This is an optimization exercise on Yosys and OpenROAD, whose aim is small area, not a production implementation. At most, simulation tests tie the RTL to the original design; equivalence was not proved. Power is estimated from default activity; no workload was simulated.

## frameCam
module frameCam (
	input logic bls0we,
	input logic resadd,
	input logic cs,
	input logic wr,
	input logic oe,
	input frameCamPkg::regAddrT adresBus,
	input frameCamPkg::busByteT dataIn,
	input frameCamPkg::adcWordT adcData,
	input logic foto,
	input logic ready,
	output frameCamPkg::busByteT dataOut,
	output logic dataOe,
	output logic mclock,
	output logic mfsync,
	output logic mlsync,
	output logic adcClock
);
	logic runReq, frameDone, goPulse, timerClear;  
	frameCamPkg::pixelT threshold;
	logic [4:0] phase;
	logic samplePoint, tickEnd;
	logic [5:0] column;
	logic [3:0] line;
	logic activePix;
	logic hitPush, hitPop, hitEmpty, hitFull;  
	logic [7:0] hitWord, hitHead;
	logic stampPush, stampPop, stampEmpty, stampFull;  
	frameCamPkg::stampT stampWord, stampHead, stampCaptured;
	logic shotSeen, capValid;
	logic [3:0] stampWrite;  
	busRegs busRegsInst (.bls0we, .resadd, .cs, .wr, .oe, .adresBus, .dataIn, .frameDone,
		.stampCaptured, .capValid, .shotSeen, .stampHead, .stampEmpty, .stampFull, .hitHead,
		.hitEmpty, .hitFull, .dataOut, .dataOe, .runReq, .goPulse, .timerClear,
		.threshold, .stampPop, .hitPop, .stampWrite);
	frameTiming timingInst (.bls0we, .resadd, .runReq, .frameDone, .phase, .samplePoint, .tickEnd, .column,
		.line, .activePix, .mclock, .mfsync, .mlsync, .adcClock);
	pixelCapture captureInst (.bls0we, .adcData, .samplePoint, .tickEnd, .column, .line,
		.activePix, .threshold, .hitPush, .hitWord);
	shotTimer timerInst (.bls0we, .resadd, .foto, .ready, .timerClear, .goPulse,
		.stampWrite, .stampByte(dataIn),
		.stampCaptured, .capValid, .shotSeen, .stampPush, .stampWord);
	syncFifo #(.Width(8), .Depth(16)) hitFifo (.bls0we, .resadd,
		.push(hitPush), .pop(hitPop), .pushData(hitWord), .head(hitHead),
		.empty(hitEmpty), .full(hitFull));
	syncFifo #(.Width(31), .Depth(8), .Johnson(1'b1)) stampFifo (.bls0we, .resadd,
		.push(stampPush), .pop(stampPop), .pushData(stampWord), .head(stampHead),
		.empty(stampEmpty), .full(stampFull));
endmodule
clock: 10.0 ns
lec_check: 0
cap_margin: 20
core_margin: 2
core_utilization: 70
cts_buf_list: sky130_fd_sc_hd__clkbuf_16
cts_cluster_diameter: 40
cts_cluster_size: 26
slew_margin: 20
standard.sh (not shown) runs the stock make flow with config.mk's settings and CLKGATE_MAP_FILE= SYNTH_SCRIPT=/design/flow/synth_recipe.tcl, a recipe that flattens the netlist after the stock synthesis.
==> flow/flow/run.sh <==
#!/bin/bash
# The standard layout, with two changes:
# - synthesis maps logic with an area-oriented ABC script (flow/synth_area.tcl);
# - the port buffers are made from the smallest buffer cell.
set -o pipefail
here=$(pwd)
export FLOW_SYNTH_TCL=$here/synth_recipe.tcl
export ABC_AREA_SCRIPT=$here/flow/abc_area.script
export BUFFER_PORTS_ARGS="-buffer_cell sky130_fd_sc_hd__buf_1"
bash standard.sh SYNTH_SCRIPT=$here/flow/synth_area.tcl finish 2>&1 | tee standard.log
==> flow/flow/abc_area.script <==
&get -n
&st
&syn2
&dch
&nf -R 1000
&put
strash
&get -n
&st
&dch
&nf -R 1000
&put
==> flow/flow/synth_area.tcl <==
# The standard synthesis script, with ABC's technology mapping aimed at area: the
# abc call's -script argument is replaced by flow/abc_area.script. Flip-flop
# mapping and every other step are unchanged.
proc abc {args} {
  set i [lsearch -exact $args -script]
  if {$i >= 0} { lset args [expr {$i + 1}] $::env(ABC_AREA_SCRIPT) }
  yosys abc {*}$args
}
source $::env(FLOW_SYNTH_TCL)
The starting point produced a clean layout.
==> next run, changes <==
==> flow/flow/run.sh (replaced) <==
#!/bin/bash
# The standard layout, with three changes:
# - synthesis maps logic with an area-oriented ABC script (flow/synth_area.tcl);
# - the port buffers are made from the smallest buffer cell;
# - clock tree synthesis inserts no dummy loads.
set -o pipefail
here=$(pwd)
export FLOW_SYNTH_TCL=$here/synth_recipe.tcl
export ABC_AREA_SCRIPT=$here/flow/abc_area.script
export BUFFER_PORTS_ARGS="-buffer_cell sky130_fd_sc_hd__buf_1"
export CTS_ARGS="-sink_clustering_enable -repair_clock_nets -sink_clustering_size 20 -sink_clustering_max_diameter 60 -buf_list sky130_fd_sc_hd__clkbuf_8 -dont_use_dummy_load"
bash standard.sh SYNTH_SCRIPT=$here/flow/synth_area.tcl finish 2>&1 | tee standard.log
- CTS_BUF_LIST: sky130_fd_sc_hd__clkbuf_16 -> sky130_fd_sc_hd__clkbuf_8
- CTS_CLUSTER_DIAMETER: 40 -> 60
- CTS_CLUSTER_SIZE: 26 -> 20
Outcome: Clock power came out lower by well over a third; wire length came out lower by a few percent; worst hold slack is better by 0.0073 ns; cell area came out lower by a few percent; worst setup slack is better by 0.041 ns; via count is lower by a few percent; critical path depth does not change; die area is unchanged; combinational power is lower slightly; clock-buffer cell count went down by 16.

Setup of P:
Another version of the RTL of frameCam (not shown whole).
For scale: about 1400 cells after synthesis, about 510 flip-flops, about 0.021 mm² of cells after synthesis.
==> flow/design.v (excerpt) <==
module frameCam (
	input logic bls0we,
	input logic resadd,
	input logic cs,
	input logic wr,
	input logic oe,
	input frameCamPkg::regAddrT adresBus,
	input frameCamPkg::busByteT dataIn,
	input frameCamPkg::adcWordT adcData,
	input logic foto,
	input logic ready,
	output frameCamPkg::busByteT dataOut,
	output logic dataOe,
	output logic mclock,
	output logic mfsync,
	output logic mlsync,
	output logic adcClock
);
Settings: LEC_CHECK=0, CAP_MARGIN=20, CORE_MARGIN=2, CORE_UTILIZATION=70, CTS_BUF_LIST=sky130_fd_sc_hd__clkbuf_4, CTS_CLUSTER_DIAMETER=40, CTS_CLUSTER_SIZE=8, SLEW_MARGIN=20; clock period 10.0 ns.
run.sh (not shown) runs the stock make flow with config.mk's settings and CLKGATE_MAP_FILE= SYNTH_SCRIPT=/design/flow/synth_recipe.tcl, a recipe that flattens the netlist after the stock synthesis.
Stock flow here: none of the scripts above is used.
### P -> Q
- swapping 40 for 60 in CTS_CLUSTER_DIAMETER
- swapping sky130_fd_sc_hd__clkbuf_4 for sky130_fd_sc_hd__clkbuf_8 in CTS_BUF_LIST
- swapping 8 for 16 in CTS_CLUSTER_SIZE
--- outcome ---
- Q finished every stage and its layout cleared the timing, design-rule and antenna checks.
- Summary of Q over P: global-route total usage across every layer fell by 0.60 points, register fraction of the total cell area rose by 0.90 points, detailed-route via count fell by 310, worst-case hold slack rose by 0.0062 ns, global-route track usage on met3 fell by 1.4 points.
- Q reports a lower power in the clock group than P does.
- The met2 track demand over resource in global routing was comparable across P and Q.
- Summary of Q over P: sum of routed wire length over all layers fell by 1.6%; area growth from synthesis to layout fell by 1.5 points.
No functional check of the RTL was part of any run of this note.

## try-willow
RTL: one of the versions met above, not the one the previous note started from.
Size in the first run: roughly 1100 cells after synthesis, ~500 flip-flops, roughly 47 I/O pins, roughly 19000 um2 of cells after synthesis.
Settings: LEC_CHECK=0, CAP_MARGIN=20, CORE_MARGIN=2, CORE_UTILIZATION=70, CTS_BUF_LIST=sky130_fd_sc_hd__clkbuf_8, CTS_CLUSTER_DIAMETER=60, CTS_CLUSTER_SIZE=18, SLEW_MARGIN=20; clock period 10.0 ns.
standard.sh (not shown) runs the stock make flow with config.mk's settings and CLKGATE_MAP_FILE= SYNTH_SCRIPT=/design/flow/synth_recipe.tcl, a recipe that flattens the netlist after the stock synthesis.
==> flow/flow/run.sh <==
#!/bin/bash
# The standard layout, with three changes:
# - synthesis maps logic with an area-oriented ABC script (flow/synth_area.tcl);
# - the port buffers are made from the smallest buffer cell;
# - clock tree synthesis inserts no dummy loads.
set -o pipefail
here=$(pwd)
export FLOW_SYNTH_TCL=$here/synth_recipe.tcl
export ABC_AREA_SCRIPT=$here/flow/abc_area.script
export BUFFER_PORTS_ARGS="-buffer_cell sky130_fd_sc_hd__buf_1"
export CTS_ARGS="-sink_clustering_enable -repair_clock_nets -sink_clustering_size 18 -sink_clustering_max_diameter 60 -buf_list sky130_fd_sc_hd__clkbuf_8 -dont_use_dummy_load"
bash standard.sh SYNTH_SCRIPT=$here/flow/synth_area.tcl finish 2>&1 | tee standard.log
Scripts as last shown in full above: flow/flow/abc_area.script, flow/flow/synth_area.tcl
try-willow ended with every stage complete and zero timing, DRC or antenna violations.
For try-harbor, these inputs were changed with respect to try-willow:
Settings: CORE_UTILIZATION: 70 -> 82; CTS_CLUSTER_SIZE: 18 -> 28.
==> flow/flow/run.sh <==
#!/bin/bash
# The standard layout, with three changes:
# - synthesis maps logic with an area-oriented ABC script (flow/synth_area.tcl);
# - the port buffers are made from the smallest buffer cell;
# - clock tree synthesis inserts no dummy loads.
set -o pipefail
here=$(pwd)
export FLOW_SYNTH_TCL=$here/synth_recipe.tcl
export ABC_AREA_SCRIPT=$here/flow/abc_area.script
export BUFFER_PORTS_ARGS="-buffer_cell sky130_fd_sc_hd__buf_1"
export CTS_ARGS="-sink_clustering_enable -repair_clock_nets -sink_clustering_size 28 -sink_clustering_buffer sky130_fd_sc_hd__clkbuf_16 -sink_clustering_max_diameter 60 -buf_list sky130_fd_sc_hd__clkbuf_8 -dont_use_dummy_load"
bash standard.sh SYNTH_SCRIPT=$here/flow/synth_area.tcl finish 2>&1 | tee standard.log
Results
The lower overall track demand over capacity in global routing came out of try-willow. Compare try-harbor and try-willow | sequential share of layout area higher: try-willow. Final area: try-willow vs try-harbor, no meaningful difference. In the reports for try-harbor and try-willow, the smaller cell count belongs to try-harbor. Maximum frequency (try-harbor vs. try-willow) decreases slightly. Area overhead of the layout relative to synthesis in try-harbor is 0.27 points above try-willow. Between try-willow and try-harbor, the flow reports count of standard-cell rows decreasing by a little under 10%. Side by side, non-clock buffer count turned out lower in try-harbor than in try-willow.
Input-level comparison between try-sierra and try-harbor:
Settings: swapping 28 for 18 in CTS_CLUSTER_SIZE; swapping 82 for 70 in CORE_UTILIZATION; swapping 60 for 30 in CTS_CLUSTER_DIAMETER.
==> flow/flow/run.sh <==
#!/bin/bash
# The standard layout, with two changes:
# - synthesis maps logic with an area-oriented ABC script (flow/synth_area.tcl);
# - the port buffers are made from the smallest buffer cell.
set -o pipefail
here=$(pwd)
export FLOW_SYNTH_TCL=$here/synth_recipe.tcl
export ABC_AREA_SCRIPT=$here/flow/abc_area.script
export BUFFER_PORTS_ARGS="-buffer_cell sky130_fd_sc_hd__buf_1"
bash standard.sh SYNTH_SCRIPT=$here/flow/synth_area.tcl finish 2>&1 | tee standard.log
### Flow results
Internal power grows by more than 10% when moving from try-harbor to try-sierra. Worst hold margin deteriorates in try-sierra relative to try-harbor. Clock skew after layout: try-sierra < try-harbor. try-sierra — number of tap cells added at floorplan 56 higher, try-harbor as reference. try-sierra vs try-harbor, overall global routing resource usage went down by 6.0 points. [try-sierra] core utilization fell 8.4 points relative to try-harbor. Power after layout of try-sierra exceeds that of try-harbor by more than 10%.

static timing again, ports no longer ideal:
In the flow no input, the clock included, has a driving cell. The finished layouts below were timed again as built, in two steps.
Step 1 (the two cells are an assumption about what drives the block):
set clk [get_ports {bls0we}]
set_driving_cell -lib_cell sky130_fd_sc_hd__clkbuf_16 $clk
set_driving_cell -lib_cell sky130_fd_sc_hd__buf_2 [delete_from_list [all_inputs] $clk]
Step 2 also shifts input and output timing later by t, the mid clock arrival at the registers, as if the neighbouring blocks saw the same clock.
Three values: ideal, step 1, step 2; two values: the first two.
run | t, ns | slack for setup (ns) | worst register clock-pin slew, ns | cell pins on the clock port's net
the first run of note 1 | 0.611 | 1.501 / 1.535 / 0.924 | 0.07 / 0.07 | 1
the second run of note 1 | 0.599 | 1.542 / 1.568 / 0.969 | 0.12 / 0.12 | 1
P | 0.774 | 2.306 / 2.278 / 2.278 | 0.11 / 0.11 | 1
Q | 0.617 | 2.396 / 2.369 / 2.369 | 0.10 / 0.10 | 1
try-willow | 0.585 | 1.532 / 1.557 / 0.972 | 0.11 / 0.11 | 1
try-harbor | 0.720 | 1.454 / 1.484 / 0.763 | 0.10 / 0.10 | 1
try-sierra | 0.665 | 1.596 / 1.626 / 0.961 | 0.08 / 0.08 | 1
After both steps setup and hold are still met in every run listed. The setup slack of try-harbor, which loses most, moves by +0.030 ns with the drivers and by -0.691 ns with both steps.
